Context: an optimization exercise on an open-source flow, tuned for small area, a short achievable clock period and few clock cycles per item. The choices shown serve that exercise and are no tape-out recipe. At most, simulation tests tie the RTL to the original design; equivalence was not proved. No activity file was given, so power comes from the tool's default toggle rates.

==> inputs of wip/raven <==
## dual_incremental_pi_speed_control
module dual_incremental_pi_speed_control (
    input  wire                        aclk,
    input  wire                        aresetn,
    input  wire                        cfg_wr_en,
    input  wire [CFG_INDEX_WIDTH-1:0]  cfg_index,
    input  wire [CFG_DATA_WIDTH-1:0]   cfg_wr_data,
    input  wire                        s_tvalid,
    output logic                       s_tready,
    input  wire [IN_DATA_WIDTH-1:0]    s_tdata,
    output logic                       m_tvalid,
    input  wire                        m_tready,
    output logic [OUT_DATA_WIDTH-1:0]  m_tdata
);
clock: 13.0 ns
lec_check: 0
abc_area: 1
cap_margin: 20
core_margin: 2
core_utilization: 40
cts_buf_list: sky130_fd_sc_hd__clkbuf_8
slew_margin: 20
standard.sh (not shown) runs the stock make flow with config.mk's settings and CLKGATE_MAP_FILE= SYNTH_SCRIPT=/design/flow/synth_recipe.tcl, a recipe that flattens the netlist after the stock synthesis.
==> flow/flow/run.sh <==
#!/bin/bash
# The standard layout (standard.sh: the standard flow's synthesis and ORFS flow, unchanged
# scripts) with two settings changed:
#  - timing repair is asked to leave more setup slack than the clock period
#    needs (flow/margin.txt), so that paths end up shorter;
set -euo pipefail
MARGIN=$(cat flow/margin.txt)
bash standard.sh SETUP_SLACK_MARGIN=$MARGIN \
  "BUFFER_PORTS_ARGS=-buffer_cell sky130_fd_sc_hd__buf_2" finish > standard.log 2>&1
==> flow/flow/margin.txt <==
8.7
==> wip/fjord (differences from wip/raven) <==
--- a/flow/design.v
+++ b/flow/design.v
@@ -1668,23 +1668,19 @@
             vs <= 1'b0;
         end else if (accept) begin
             vs <= 1'b1;
         end
     end
     always_ff @(posedge aclk) begin
-        if (!aresetn) begin
-            en0 <= 1'b0; ea0 <= 17'h0; eb0 <= 17'h0;
-        end else if (r0_load) begin
+        if (r0_load) begin
             if (vs) begin
                 en0 <= en_sk; ea0 <= ea_sk; eb0 <= eb_sk;
             end else begin
                 en0 <= en_in; ea0 <= ea_in; eb0 <= eb_in;
             end
         end
-    end
-    always_ff @(posedge aclk) begin
         if (!r0_load && accept) begin
             en_sk <= en_in; ea_sk <= ea_in; eb_sk <= eb_in;
         end
     end
     logic [16:0] epa, epb;
     always_ff @(posedge aclk) begin
==> run_results.csv <==
group,metric,value,unit
synth,synth.area.top_cells,"sky130_fd_sc_hd__fa_1, sky130_fd_sc_hd__edfxtp_1, sky130_fd_sc_hd__dfxtp_1, sky130_fd_sc_hd__a21oi_1, sky130_fd_sc_hd__ha_1",
cts,clock_input_transition_at_the_sequential_cells_of_the_worst_setup_and_hold_paths,70,ps
layout,n_clock_buffer,96,
layout,commonest_cells_after_routing_fill_and_taps_aside,"sky130_fd_sc_hd__inv_1, sky130_fd_sc_hd__a21oi_1, sky130_fd_sc_hd__nand2_1",
run_status,run_status,"finished clean",
synth,netlist_area_before_placement,45870,um^2
layout,area_share_nonclk_buffers,4.325,%
global_routing,grt.met3_usage,12.00,%
[end of results for wip/fjord]
==> run_results.csv <==
group,metric,value,unit
run_status,run_status,"finished clean",
layout,commonest_cells_after_routing_fill_and_taps_aside,"sky130_fd_sc_hd__inv_1, sky130_fd_sc_hd__a21oi_1, sky130_fd_sc_hd__nand2_1",
global_routing,grt.met3_usage,9.248,%
layout,n_clock_buffer,102,
synth,netlist_area_before_placement,45970,um^2
layout,area_share_nonclk_buffers,3.318,%
[end of results for wip/raven]
Testbench counts of wip/fjord, summed over its fixed seeds: cycles 48,528, items 48,000.
No functional check of the RTL was part of wip/raven.

---

==> job 2214 <==
Another version of the RTL of dual_incremental_pi_speed_control (not shown whole).
clock: 13.0 ns
lec_check: 0
cap_margin: 20
core_margin: 2
core_utilization: 40
slew_margin: 20
run.sh (not shown) runs the stock make flow with config.mk's settings and CLKGATE_MAP_FILE= SYNTH_SCRIPT=/design/flow/synth_recipe.tcl, a recipe that flattens the netlist after the stock synthesis.
Stock flow here: none of the scripts above is used.
==> inputs of job 8656, as changes to job 2214 <==
--- a/flow/design.v
+++ b/flow/design.v
@@ -1397,17 +1397,20 @@
     wire [8:0] lsum = {1'b0, la} + {1'b0, lb};
     assign cl = lsum[8];
     assign rows = {1'b0, 1'b0, a31_749, a30_747, a29_743, a28_737, a27_729, a26_719, a25_707, a24_693, a23_677, a22_659, a21_639, a20_617, a19_593, a18_567, a17_539, a16_511, a15_483, a14_457, a13_433, a12_411, a11_391, a10_373, a9_357, a8_343, 1'b0, a31_750, a30_748, a29_744, a28_738, a27_730, a26_720, a25_708, a24_694, a23_678, a22_660, a21_640, a20_618, a19_594, a18_568, a17_540, a17_537, a16_509, a14_458, a13_434, a12_412, a12_409, a11_389, a9_358, a8_344, a7_332, 1'b1, a32_290, a30_746, a29_742, a28_736, a28_735, a26_718, a26_717, a25_705, a24_691, a22_658, a21_638, a21_637, a20_615, a19_591, a18_565, a16_510, a15_484, a15_481, a14_455, a13_431, a11_390, a10_374, a10_371, a9_355, a7_330};
 endmodule
 module dipsc_sb (
     input  wire [77:0] rows,
     input  wire        cl,
     input  wire [15:0] u,
-    output wire [19:0] s
+    input  wire [14:0] lim,
+    output wire [15:0] s,
+    output wire        gt,
+    output wire        lt
 );
     wire b8_1;
     wire b8_2;
     wire b9_3;
     wire b9_4;
     wire b10_5;
     wire b10_6;
     wire b11_7;
@@ -1540,18 +1543,28 @@
     assign {b31_82, b31_81} = {1'b0, rows[23]} + {1'b0, rows[49]} + {1'b0, rows[75]};
     assign {b31_84, b31_83} = {1'b0, u[15]} + {1'b0, b30_78} + {1'b0, b31_81};
     assign {b32_86, b32_85} = {1'b0, rows[24]} + {1'b0, rows[50]} + {1'b0, rows[76]};
     assign {b32_88, b32_87} = {1'b0, u[15]} + {1'b0, b31_82} + {1'b0, b32_85};
     assign {b33_90, b33_89} = {1'b0, rows[25]} + {1'b0, rows[51]} + {1'b0, rows[77]};
     assign {b33_92, b33_91} = {1'b0, u[15]} + {1'b0, b32_86} + {1'b0, b33_89};
     wire [25:0] ra = {b32_88, b31_84, b30_80, b29_76, b28_72, b27_68, b26_64, b25_60, b24_56, b23_52, b22_48, b21_44, b20_40, b19_36, b18_32, b17_28, b16_24, b15_20, b14_16, b14_13, b12_10, b11_8, b10_6, b9_4, b8_2, rows[52]};
     wire [25:0] rb = {b33_91, b32_87, b31_83, b30_79, b29_75, b28_71, b27_67, b26_63, b25_59, b24_55, b23_51, b22_47, b21_43, b20_39, b19_35, b18_31, b17_27, b16_23, b15_19, b14_15, b13_11, b12_9, b11_7, b10_5, b9_3, b8_1};
-    wire [25:0] sum = ra + rb;
-    assign s = sum[25:6];
+    wire [21:0] sum = ra[21:0] + rb[21:0];
+    assign s = sum[21:6];
+    wire [25:0] k1 = {5'b11111, ~lim, 6'b0};
+    wire [25:0] k2 = {5'b00000, lim, 6'b0};
+    wire [25:0] x1 = ra ^ rb ^ k1;
+    wire [25:0] y1 = {(ra[24:0] & rb[24:0]) | (ra[24:0] & k1[24:0]) | (rb[24:0] & k1[24:0]), 1'b0};
+    wire [25:0] t1 = x1 + y1;
+    wire [25:0] x2 = ra ^ rb ^ k2;
+    wire [25:0] y2 = {(ra[24:0] & rb[24:0]) | (ra[24:0] & k2[24:0]) | (rb[24:0] & k2[24:0]), 1'b0};
+    wire [25:0] t2 = x2 + y2;
+    assign gt = !t1[25];
+    assign lt = t2[25];
 endmodule
 `default_nettype wire
 `default_nettype none
 import dipsc_pkg::*;
 module dual_incremental_pi_speed_control (
     input  wire                        aclk,
     input  wire                        aresetn,
     input  wire                        cfg_wr_en,
@@ -1584,19 +1597,53 @@
                 REG_GAIN_NOW_A:      gna_r <= cfg_wr_data;
                 REG_GAIN_PREV_A:     gpa_r <= cfg_wr_data;
                 REG_GAIN_NOW_B:      gnb_r <= cfg_wr_data;
                 REG_GAIN_PREV_B:     gpb_r <= cfg_wr_data;
                 default: ;
             endcase
         end
     end
+    function automatic logic [6:0] add6(input logic [5:0] a, input logic [5:0] b,
+                                        input logic ci);
+        logic c;
+        c = ci;
+        for (int i = 0; i < 6; i++) begin
+            {c, add6[i]} = {1'b0, a[i]} + {1'b0, b[i]} + {1'b0, c};
+        end
+        add6[6] = c;
+    endfunction
+    logic [16:0] gna_x, gpa_x, gnb_x, gpb_x;
+    logic [6:0]  gsa_0, gsa_1, gsa_2, gsb_0, gsb_1, gsb_2;
+    logic        gca_6, gca_12, gcb_6, gcb_12;
+    logic [1:0]  cfg_hold;
+    assign gna_x = {gna_r[15], gna_r};
+    assign gpa_x = {gpa_r[15], gpa_r};
+    assign gnb_x = {gnb_r[15], gnb_r};
+    assign gpb_x = {gpb_r[15], gpb_r};
+    assign gsa_0 = add6(gna_x[5:0], gpa_x[5:0], 1'b0);
+    assign gsa_1 = add6(gna_x[11:6], gpa_x[11:6], gca_6);
+    assign gsa_2 = add6({1'b0, gna_x[16:12]}, {1'b0, gpa_x[16:12]}, gca_12);
+    assign gsb_0 = add6(gnb_x[5:0], gpb_x[5:0], 1'b0);
+    assign gsb_1 = add6(gnb_x[11:6], gpb_x[11:6], gcb_6);
+    assign gsb_2 = add6({1'b0, gnb_x[16:12]}, {1'b0, gpb_x[16:12]}, gcb_12);
     always_ff @(posedge aclk) begin
-        gsa_r <= 17'(gna_r) + 17'(gpa_r);
-        gsb_r <= 17'(gnb_r) + 17'(gpb_r);
+        gsa_r  <= {gsa_2[4:0], gsa_1[5:0], gsa_0[5:0]};
+        gca_6  <= gsa_0[6];
+        gca_12 <= gsa_1[6];
+        gsb_r  <= {gsb_2[4:0], gsb_1[5:0], gsb_0[5:0]};
+        gcb_6  <= gsb_0[6];
+        gcb_12 <= gsb_1[6];
+    end
+    always_ff @(posedge aclk) begin
+        if (!aresetn || cfg_wr_en) begin
+            cfg_hold <= 2'd2;
+        end else if (cfg_hold != 2'd0) begin
+            cfg_hold <= cfg_hold - 2'd1;
+        end
     end
     logic               go, r0_load, accept;
     logic               v0, vs, v1;
     logic               en_in;
     logic signed [16:0] ea_in, eb_in;
     logic               en_sk, en0;
     logic signed [16:0] ea_sk, eb_sk, ea0, eb0;
     logic               en_l;
@@ -1605,18 +1652,18 @@
     logic               cla1, clb1;
     logic signed [15:0] da_o, db_o;
     logic signed [16:0] ea_o, eb_o;
     assign en_in = s_tdata[0];
     assign ea_in = 17'(ref_r) - 17'($signed(s_tdata[16:1]));
     assign eb_in = 17'(ref_r) - 17'($signed(s_tdata[32:17]));
     assign go       = !m_tvalid || m_tready;
     assign r0_load  = go || !v0;
-    assign s_tready = !vs;
-    assign accept   = s_tvalid && !vs;
+    assign s_tready = !vs && (cfg_hold == 2'd0);
+    assign accept   = s_tvalid && s_tready;
     always_ff @(posedge aclk) begin
         if (!aresetn) begin
             v0 <= 1'b0;
             vs <= 1'b0;
         end else if (r0_load) begin
             v0 <= vs || accept;
             vs <= 1'b0;
         end else if (accept) begin
@@ -1631,67 +1678,65 @@
                 en0 <= en_in; ea0 <= ea_in; eb0 <= eb_in;
             end
         end
         if (!r0_load && accept) begin
             en_sk <= en_in; ea_sk <= ea_in; eb_sk <= eb_in;
         end
     end
     logic [16:0] epa, epb;
-    assign epa = en_l ? ea_l : 17'h0;
-    assign epb = en_l ? eb_l : 17'h0;
     always_ff @(posedge aclk) begin
         if (!aresetn) begin
             v1   <= 1'b0;
             en_l <= 1'b0;
+            epa  <= 17'h0;
+            epb  <= 17'h0;
         end else if (go) begin
             v1 <= v0;
-            if (v0) en_l <= en0;
+            if (v0) begin
+                en_l <= en0;
+                epa  <= en0 ? ea0 : 17'h0;
+                epb  <= en0 ? eb0 : 17'h0;
+            end
         end
     end
     logic [RW-1:0] ra, rb;
     logic          cla, clb;
     dipsc_sa u_sa_a (.e(ea0), .ep(epa), .gn(gna_r), .gp(gpa_r), .gs(gsa_r), .rows(ra), .cl(cla));
     dipsc_sa u_sa_b (.e(eb0), .ep(epb), .gn(gnb_r), .gp(gpb_r), .gs(gsb_r), .rows(rb), .cl(clb));
     always_ff @(posedge aclk) begin
         if (go && v0) begin
             ea_l <= ea0;
             eb_l <= eb0;
             ra1  <= ra;
             cla1 <= cla;
             rb1  <= rb;
             clb1 <= clb;
         end
     end
-    function automatic logic [15:0] clamp(
-        input logic signed [19:0] s, input logic [14:0] lim
-    );
-        logic signed [19:0] hi;
-        hi = 20'($signed({1'b0, lim}));
-        if (s > hi)            clamp = 16'(hi);
-        else if (s + hi < 0)   clamp = 16'(-hi);
-        else                   clamp = s[15:0];
-    endfunction
-    logic [19:0] sa, sb;
-    dipsc_sb u_sb_a (.rows(ra1), .cl(cla1), .u(da_o), .s(sa));
-    dipsc_sb u_sb_b (.rows(rb1), .cl(clb1), .u(db_o), .s(sb));
+    logic [15:0] nlim;
+    logic [15:0] sa, sb;
+    logic        gta, lta, gtb, ltb;
+    assign nlim = -{1'b0, lim_r};
+    dipsc_sb u_sb_a (.rows(ra1), .cl(cla1), .u(da_o), .lim(lim_r), .s(sa), .gt(gta), .lt(lta));
+    dipsc_sb u_sb_b (.rows(rb1), .cl(clb1), .u(db_o), .lim(lim_r), .s(sb), .gt(gtb), .lt(ltb));
     always_ff @(posedge aclk) begin
         if (!aresetn) begin
             m_tvalid <= 1'b0;
         end else if (go) begin
             m_tvalid <= v1;
         end
     end
     always_ff @(posedge aclk) begin
         if (!aresetn) begin
             da_o <= 16'h0;
             db_o <= 16'h0;
         end else if (go && v1) begin
-            da_o <= en_l ? clamp(sa, lim_r) : 16'h0;
-            db_o <= en_l ? clamp(sb, lim_r) : 16'h0;
+            da_o <= !en_l ? 16'h0 : gta ? {1'b0, lim_r} : lta ? nlim : sa;
+            db_o <= !en_l ? 16'h0 : gtb ? {1'b0, lim_r} : ltb ? nlim : sb;
         end
     end
     always_ff @(posedge aclk) begin
         if (go && v1) begin
             ea_o <= ea_l;
             eb_o <= eb_l;
         end
     end
==> flow/flow/run.sh (new file) <==
#!/bin/bash
# The standard layout (standard.sh: the standard flow's synthesis and ORFS flow, unchanged
# scripts) with two settings changed:
#  - timing repair is asked to leave more setup slack than the clock period
#    needs (flow/margin.txt), so that paths end up shorter;
set -euo pipefail
MARGIN=$(cat flow/margin.txt)
bash standard.sh SETUP_SLACK_MARGIN=$MARGIN \
  "BUFFER_PORTS_ARGS=-buffer_cell sky130_fd_sc_hd__buf_2" finish > standard.log 2>&1
==> flow/flow/margin.txt (new file) <==
8.8
==> flow/standard.sh (new file) <==
#!/bin/bash
# synth_recipe.tcl (not shown) runs the flow's synth.tcl, then flattens the netlist and writes it again
# the make line also repeats each setting of config.mk as NAME=value (left out here)
make -C /OpenROAD-flow-scripts/flow DESIGN_CONFIG=/design/flow/config.mk WORK_HOME=/design/flow/orfs CLKGATE_MAP_FILE= SYNTH_SCRIPT=/design/flow/synth_recipe.tcl "${@:-finish}"
==> flow/config.mk (replaced) <==
export PLATFORM = sky130hd
export DESIGN_NAME = dual_incremental_pi_speed_control
export DESIGN_NICKNAME = dual_incremental_pi_speed_control
export VERILOG_FILES = /design/flow/design.v
export SDC_FILE = /design/flow/constraint.sdc
export NUM_CORES = 4
export LEC_CHECK = 0
export ABC_AREA = 1
export CAP_MARGIN = 20
export CORE_MARGIN = 2
export CORE_UTILIZATION = 40
export CTS_BUF_LIST = sky130_fd_sc_hd__clkbuf_8
export SLEW_MARGIN = 20
removed: flow/run.sh
==> inputs of job 4931, as changes to job 2214 <==
--- a/flow/design.v
+++ b/flow/design.v
@@ -1397,17 +1397,20 @@
     wire [8:0] lsum = {1'b0, la} + {1'b0, lb};
     assign cl = lsum[8];
     assign rows = {1'b0, 1'b0, a31_749, a30_747, a29_743, a28_737, a27_729, a26_719, a25_707, a24_693, a23_677, a22_659, a21_639, a20_617, a19_593, a18_567, a17_539, a16_511, a15_483, a14_457, a13_433, a12_411, a11_391, a10_373, a9_357, a8_343, 1'b0, a31_750, a30_748, a29_744, a28_738, a27_730, a26_720, a25_708, a24_694, a23_678, a22_660, a21_640, a20_618, a19_594, a18_568, a17_540, a17_537, a16_509, a14_458, a13_434, a12_412, a12_409, a11_389, a9_358, a8_344, a7_332, 1'b1, a32_290, a30_746, a29_742, a28_736, a28_735, a26_718, a26_717, a25_705, a24_691, a22_658, a21_638, a21_637, a20_615, a19_591, a18_565, a16_510, a15_484, a15_481, a14_455, a13_431, a11_390, a10_374, a10_371, a9_355, a7_330};
 endmodule
 module dipsc_sb (
     input  wire [77:0] rows,
     input  wire        cl,
     input  wire [15:0] u,
-    output wire [19:0] s
+    input  wire [14:0] lim,
+    output wire [15:0] s,
+    output wire        gt,
+    output wire        lt
 );
     wire b8_1;
     wire b8_2;
     wire b9_3;
     wire b9_4;
     wire b10_5;
     wire b10_6;
     wire b11_7;
@@ -1540,18 +1543,28 @@
     assign {b31_82, b31_81} = {1'b0, rows[23]} + {1'b0, rows[49]} + {1'b0, rows[75]};
     assign {b31_84, b31_83} = {1'b0, u[15]} + {1'b0, b30_78} + {1'b0, b31_81};
     assign {b32_86, b32_85} = {1'b0, rows[24]} + {1'b0, rows[50]} + {1'b0, rows[76]};
     assign {b32_88, b32_87} = {1'b0, u[15]} + {1'b0, b31_82} + {1'b0, b32_85};
     assign {b33_90, b33_89} = {1'b0, rows[25]} + {1'b0, rows[51]} + {1'b0, rows[77]};
     assign {b33_92, b33_91} = {1'b0, u[15]} + {1'b0, b32_86} + {1'b0, b33_89};
     wire [25:0] ra = {b32_88, b31_84, b30_80, b29_76, b28_72, b27_68, b26_64, b25_60, b24_56, b23_52, b22_48, b21_44, b20_40, b19_36, b18_32, b17_28, b16_24, b15_20, b14_16, b14_13, b12_10, b11_8, b10_6, b9_4, b8_2, rows[52]};
     wire [25:0] rb = {b33_91, b32_87, b31_83, b30_79, b29_75, b28_71, b27_67, b26_63, b25_59, b24_55, b23_51, b22_47, b21_43, b20_39, b19_35, b18_31, b17_27, b16_23, b15_19, b14_15, b13_11, b12_9, b11_7, b10_5, b9_3, b8_1};
-    wire [25:0] sum = ra + rb;
-    assign s = sum[25:6];
+    wire [21:0] sum = ra[21:0] + rb[21:0];
+    assign s = sum[21:6];
+    wire [25:0] k1 = {5'b11111, ~lim, 6'b0};
+    wire [25:0] k2 = {5'b00000, lim, 6'b0};
+    wire [25:0] x1 = ra ^ rb ^ k1;
+    wire [25:0] y1 = {(ra[24:0] & rb[24:0]) | (ra[24:0] & k1[24:0]) | (rb[24:0] & k1[24:0]), 1'b0};
+    wire [25:0] t1 = x1 + y1;
+    wire [25:0] x2 = ra ^ rb ^ k2;
+    wire [25:0] y2 = {(ra[24:0] & rb[24:0]) | (ra[24:0] & k2[24:0]) | (rb[24:0] & k2[24:0]), 1'b0};
+    wire [25:0] t2 = x2 + y2;
+    assign gt = !t1[25];
+    assign lt = t2[25];
 endmodule
 `default_nettype wire
 `default_nettype none
 import dipsc_pkg::*;
 module dual_incremental_pi_speed_control (
     input  wire                        aclk,
     input  wire                        aresetn,
     input  wire                        cfg_wr_en,
@@ -1584,19 +1597,53 @@
                 REG_GAIN_NOW_A:      gna_r <= cfg_wr_data;
                 REG_GAIN_PREV_A:     gpa_r <= cfg_wr_data;
                 REG_GAIN_NOW_B:      gnb_r <= cfg_wr_data;
                 REG_GAIN_PREV_B:     gpb_r <= cfg_wr_data;
                 default: ;
             endcase
         end
     end
+    function automatic logic [6:0] add6(input logic [5:0] a, input logic [5:0] b,
+                                        input logic ci);
+        logic c;
+        c = ci;
+        for (int i = 0; i < 6; i++) begin
+            {c, add6[i]} = {1'b0, a[i]} + {1'b0, b[i]} + {1'b0, c};
+        end
+        add6[6] = c;
+    endfunction
+    logic [16:0] gna_x, gpa_x, gnb_x, gpb_x;
+    logic [6:0]  gsa_0, gsa_1, gsa_2, gsb_0, gsb_1, gsb_2;
+    logic        gca_6, gca_12, gcb_6, gcb_12;
+    logic [1:0]  cfg_hold;
+    assign gna_x = {gna_r[15], gna_r};
+    assign gpa_x = {gpa_r[15], gpa_r};
+    assign gnb_x = {gnb_r[15], gnb_r};
+    assign gpb_x = {gpb_r[15], gpb_r};
+    assign gsa_0 = add6(gna_x[5:0], gpa_x[5:0], 1'b0);
+    assign gsa_1 = add6(gna_x[11:6], gpa_x[11:6], gca_6);
+    assign gsa_2 = add6({1'b0, gna_x[16:12]}, {1'b0, gpa_x[16:12]}, gca_12);
+    assign gsb_0 = add6(gnb_x[5:0], gpb_x[5:0], 1'b0);
+    assign gsb_1 = add6(gnb_x[11:6], gpb_x[11:6], gcb_6);
+    assign gsb_2 = add6({1'b0, gnb_x[16:12]}, {1'b0, gpb_x[16:12]}, gcb_12);
     always_ff @(posedge aclk) begin
-        gsa_r <= 17'(gna_r) + 17'(gpa_r);
-        gsb_r <= 17'(gnb_r) + 17'(gpb_r);
+        gsa_r  <= {gsa_2[4:0], gsa_1[5:0], gsa_0[5:0]};
+        gca_6  <= gsa_0[6];
+        gca_12 <= gsa_1[6];
+        gsb_r  <= {gsb_2[4:0], gsb_1[5:0], gsb_0[5:0]};
+        gcb_6  <= gsb_0[6];
+        gcb_12 <= gsb_1[6];
+    end
+    always_ff @(posedge aclk) begin
+        if (!aresetn || cfg_wr_en) begin
+            cfg_hold <= 2'd2;
+        end else if (cfg_hold != 2'd0) begin
+            cfg_hold <= cfg_hold - 2'd1;
+        end
     end
     logic               go, r0_load, accept;
     logic               v0, vs, v1;
     logic               en_in;
     logic signed [16:0] ea_in, eb_in;
     logic               en_sk, en0;
     logic signed [16:0] ea_sk, eb_sk, ea0, eb0;
     logic               en_l;
@@ -1605,18 +1652,18 @@
     logic               cla1, clb1;
     logic signed [15:0] da_o, db_o;
     logic signed [16:0] ea_o, eb_o;
     assign en_in = s_tdata[0];
     assign ea_in = 17'(ref_r) - 17'($signed(s_tdata[16:1]));
     assign eb_in = 17'(ref_r) - 17'($signed(s_tdata[32:17]));
     assign go       = !m_tvalid || m_tready;
     assign r0_load  = go || !v0;
-    assign s_tready = !vs;
-    assign accept   = s_tvalid && !vs;
+    assign s_tready = !vs && (cfg_hold == 2'd0);
+    assign accept   = s_tvalid && s_tready;
     always_ff @(posedge aclk) begin
         if (!aresetn) begin
             v0 <= 1'b0;
             vs <= 1'b0;
         end else if (r0_load) begin
             v0 <= vs || accept;
             vs <= 1'b0;
         end else if (accept) begin
@@ -1631,67 +1678,65 @@
                 en0 <= en_in; ea0 <= ea_in; eb0 <= eb_in;
             end
         end
         if (!r0_load && accept) begin
             en_sk <= en_in; ea_sk <= ea_in; eb_sk <= eb_in;
         end
     end
     logic [16:0] epa, epb;
-    assign epa = en_l ? ea_l : 17'h0;
-    assign epb = en_l ? eb_l : 17'h0;
     always_ff @(posedge aclk) begin
         if (!aresetn) begin
             v1   <= 1'b0;
             en_l <= 1'b0;
+            epa  <= 17'h0;
+            epb  <= 17'h0;
         end else if (go) begin
             v1 <= v0;
-            if (v0) en_l <= en0;
+            if (v0) begin
+                en_l <= en0;
+                epa  <= en0 ? ea0 : 17'h0;
+                epb  <= en0 ? eb0 : 17'h0;
+            end
         end
     end
     logic [RW-1:0] ra, rb;
     logic          cla, clb;
     dipsc_sa u_sa_a (.e(ea0), .ep(epa), .gn(gna_r), .gp(gpa_r), .gs(gsa_r), .rows(ra), .cl(cla));
     dipsc_sa u_sa_b (.e(eb0), .ep(epb), .gn(gnb_r), .gp(gpb_r), .gs(gsb_r), .rows(rb), .cl(clb));
     always_ff @(posedge aclk) begin
         if (go && v0) begin
             ea_l <= ea0;
             eb_l <= eb0;
             ra1  <= ra;
             cla1 <= cla;
             rb1  <= rb;
             clb1 <= clb;
         end
     end
-    function automatic logic [15:0] clamp(
-        input logic signed [19:0] s, input logic [14:0] lim
-    );
-        logic signed [19:0] hi;
-        hi = 20'($signed({1'b0, lim}));
-        if (s > hi)            clamp = 16'(hi);
-        else if (s + hi < 0)   clamp = 16'(-hi);
-        else                   clamp = s[15:0];
-    endfunction
-    logic [19:0] sa, sb;
-    dipsc_sb u_sb_a (.rows(ra1), .cl(cla1), .u(da_o), .s(sa));
-    dipsc_sb u_sb_b (.rows(rb1), .cl(clb1), .u(db_o), .s(sb));
+    logic [15:0] nlim;
+    logic [15:0] sa, sb;
+    logic        gta, lta, gtb, ltb;
+    assign nlim = -{1'b0, lim_r};
+    dipsc_sb u_sb_a (.rows(ra1), .cl(cla1), .u(da_o), .lim(lim_r), .s(sa), .gt(gta), .lt(lta));
+    dipsc_sb u_sb_b (.rows(rb1), .cl(clb1), .u(db_o), .lim(lim_r), .s(sb), .gt(gtb), .lt(ltb));
     always_ff @(posedge aclk) begin
         if (!aresetn) begin
             m_tvalid <= 1'b0;
         end else if (go) begin
             m_tvalid <= v1;
         end
     end
     always_ff @(posedge aclk) begin
         if (!aresetn) begin
             da_o <= 16'h0;
             db_o <= 16'h0;
         end else if (go && v1) begin
-            da_o <= en_l ? clamp(sa, lim_r) : 16'h0;
-            db_o <= en_l ? clamp(sb, lim_r) : 16'h0;
+            da_o <= !en_l ? 16'h0 : gta ? {1'b0, lim_r} : lta ? nlim : sa;
+            db_o <= !en_l ? 16'h0 : gtb ? {1'b0, lim_r} : ltb ? nlim : sb;
         end
     end
     always_ff @(posedge aclk) begin
         if (go && v1) begin
             ea_o <= ea_l;
             eb_o <= eb_l;
         end
     end
==> flow/flow/run.sh (new file) <==
#!/bin/bash
set -euo pipefail
MARGIN=$(cat flow/margin.txt)
bash standard.sh SETUP_SLACK_MARGIN=$MARGIN finish > standard.log 2>&1
==> flow/flow/margin.txt (new file) <==
8.7
==> flow/standard.sh (new file) <==
#!/bin/bash
# synth_recipe.tcl (not shown) runs the flow's synth.tcl, then flattens the netlist and writes it again
# the make line also repeats each setting of config.mk as NAME=value (left out here)
make -C /OpenROAD-flow-scripts/flow DESIGN_CONFIG=/design/flow/config.mk WORK_HOME=/design/flow/orfs CLKGATE_MAP_FILE= SYNTH_SCRIPT=/design/flow/synth_recipe.tcl "${@:-finish}"
==> flow/config.mk (replaced) <==
export PLATFORM = sky130hd
export DESIGN_NAME = dual_incremental_pi_speed_control
export DESIGN_NICKNAME = dual_incremental_pi_speed_control
export VERILOG_FILES = /design/flow/design.v
export SDC_FILE = /design/flow/constraint.sdc
export NUM_CORES = 4
export LEC_CHECK = 0
export ABC_AREA = 1
export CAP_MARGIN = 20
export CORE_MARGIN = 2
export CORE_UTILIZATION = 40
export SLEW_MARGIN = 20
removed: flow/run.sh
==> key figures <==
Power and ir drop
  • Comb pwr: 7510 µW
  • Comb pwr share: 66.9%
  • Leak pwr: 0.02033 µW
  • Clock power share: 13.3%

STA
  • Rel. slew slack: 16.03%
  • Skew final: 0.03920 ns

Die
  • Core Footprint: 114200 µm²
  • Die area: 117700 µm²

Synth
  • Commonest cells post-synth: mux2_2 (543), a22oi_1 (494), fa_1 (490)
  • Count leader, synth: mux2_2

Critical path
  • Ordered list of cells on the worst path: fa_1 > ha_1 > ha_1 > nand2_1 > a211oi_2 > o2111ai_2 > nand2_1 > a21oi_1 > o21bai_1 > a41o_1 > xnor2_1 > inv_1 > ha_1 > inv_1 > a2111oi_0 > o2111ai_1 > o221ai_1 > nor3_1 > nand4_1 > nand2_2 > mux2_2 > a221o_1
  • Reg2reg setup slack: 6.28 ns

Global routing
  • Vias in the first global route: 36610

Layout
  • Commonest non-fill, non-tap cell in the layout: mux2_2
  • Seq cells: 454
  • FILL cells: 10920

Placement
  • Placed Cells: 5867

Run status
  • Outcome: no timing/DRC/antenna violations

Clock network
  • H-Tree Depth: 2
The numbers above come from job 2214.

==> key figures <==
Run status
  • Outcome: no timing/DRC/antenna violations

Global routing
  • Vias in the first global route: 40240

Critical path
  • Reg2reg setup slack: 8.69 ns

Placement
  • Placed Cells: 6566

Power and ir drop
  • Comb pwr share: 53.4%

Clock network
  • H-Tree Depth: 3

Synth
  • Count leader, synth: inv_1

STA
  • Skew final: 0.06478 ns

Layout
  • Seq cells: 494
The numbers above come from job 8656.

==> key figures <==
Die
  • Die area: 117400 µm²

Run status
  • Outcome: no timing/DRC/antenna violations

Critical path
  • Ordered list of cells on the worst path: buf_4 > nor2_4 > buf_4 > a21oi_1 > fa_1 > fa_1 > fa_1 > fa_1 > fa_1 > inv_1

Synth
  • Count leader, synth: inv_1
  • Commonest cells post-synth: inv_1 (814), a21oi_1 (723), nand2_1 (668)

Placement
  • Placed Cells: 6557

Power and ir drop
  • Comb pwr: 4010 µW
  • Comb pwr share: 51.6%

Global routing
  • Vias in the first global route: 39970
The numbers above come from job 4931.

Testbench counts of job 8656, summed over its fixed seeds: cycles 48,528, items 48,000.
Testbench counts of job 4931, summed over its fixed seeds: cycles 48,528, items 48,000.
The RTL of job 2214 was laid out without a check of its function.

port drivers added, routing unchanged:
No port has a modelled driver above. Below, the same layouts with a new extraction and two added sets of constraints.
Step 1 (the two cells are an assumption about what drives the block):
set clk [get_ports {aclk}]
set_driving_cell -lib_cell sky130_fd_sc_hd__clkbuf_16 $clk
set_driving_cell -lib_cell sky130_fd_sc_hd__buf_2 [delete_from_list [all_inputs] $clk]
Step 2, shift: input delay + t, output delay - t, t = (earliest + latest rising clock arrival at the registers) / 2. This alone moves slack from input paths to output paths.
Three values: ideal ports, drivers, drivers and shift; two values: the first two.
run | t (ns) | slack for setup (ns) | worst setup path at the end
wip/raven | 0.807 | 8.653 / 8.653 / 8.052 | input to register
wip/fjord | 0.784 | 8.721 / 8.721 / 8.138 | input to register
job 2214 | 0.697 | 6.279 / 6.279 / 6.279 | register to register
job 8656 | 0.793 | 8.687 / 8.687 / 8.132 | input to register
job 4931 | 0.740 | 8.694 / 8.670 / 8.072 | input to register
After both steps every run listed still meets setup and hold. The setup slack of job 4931, which loses most, moves by -0.024 ns with the drivers and by -0.622 ns with both steps.
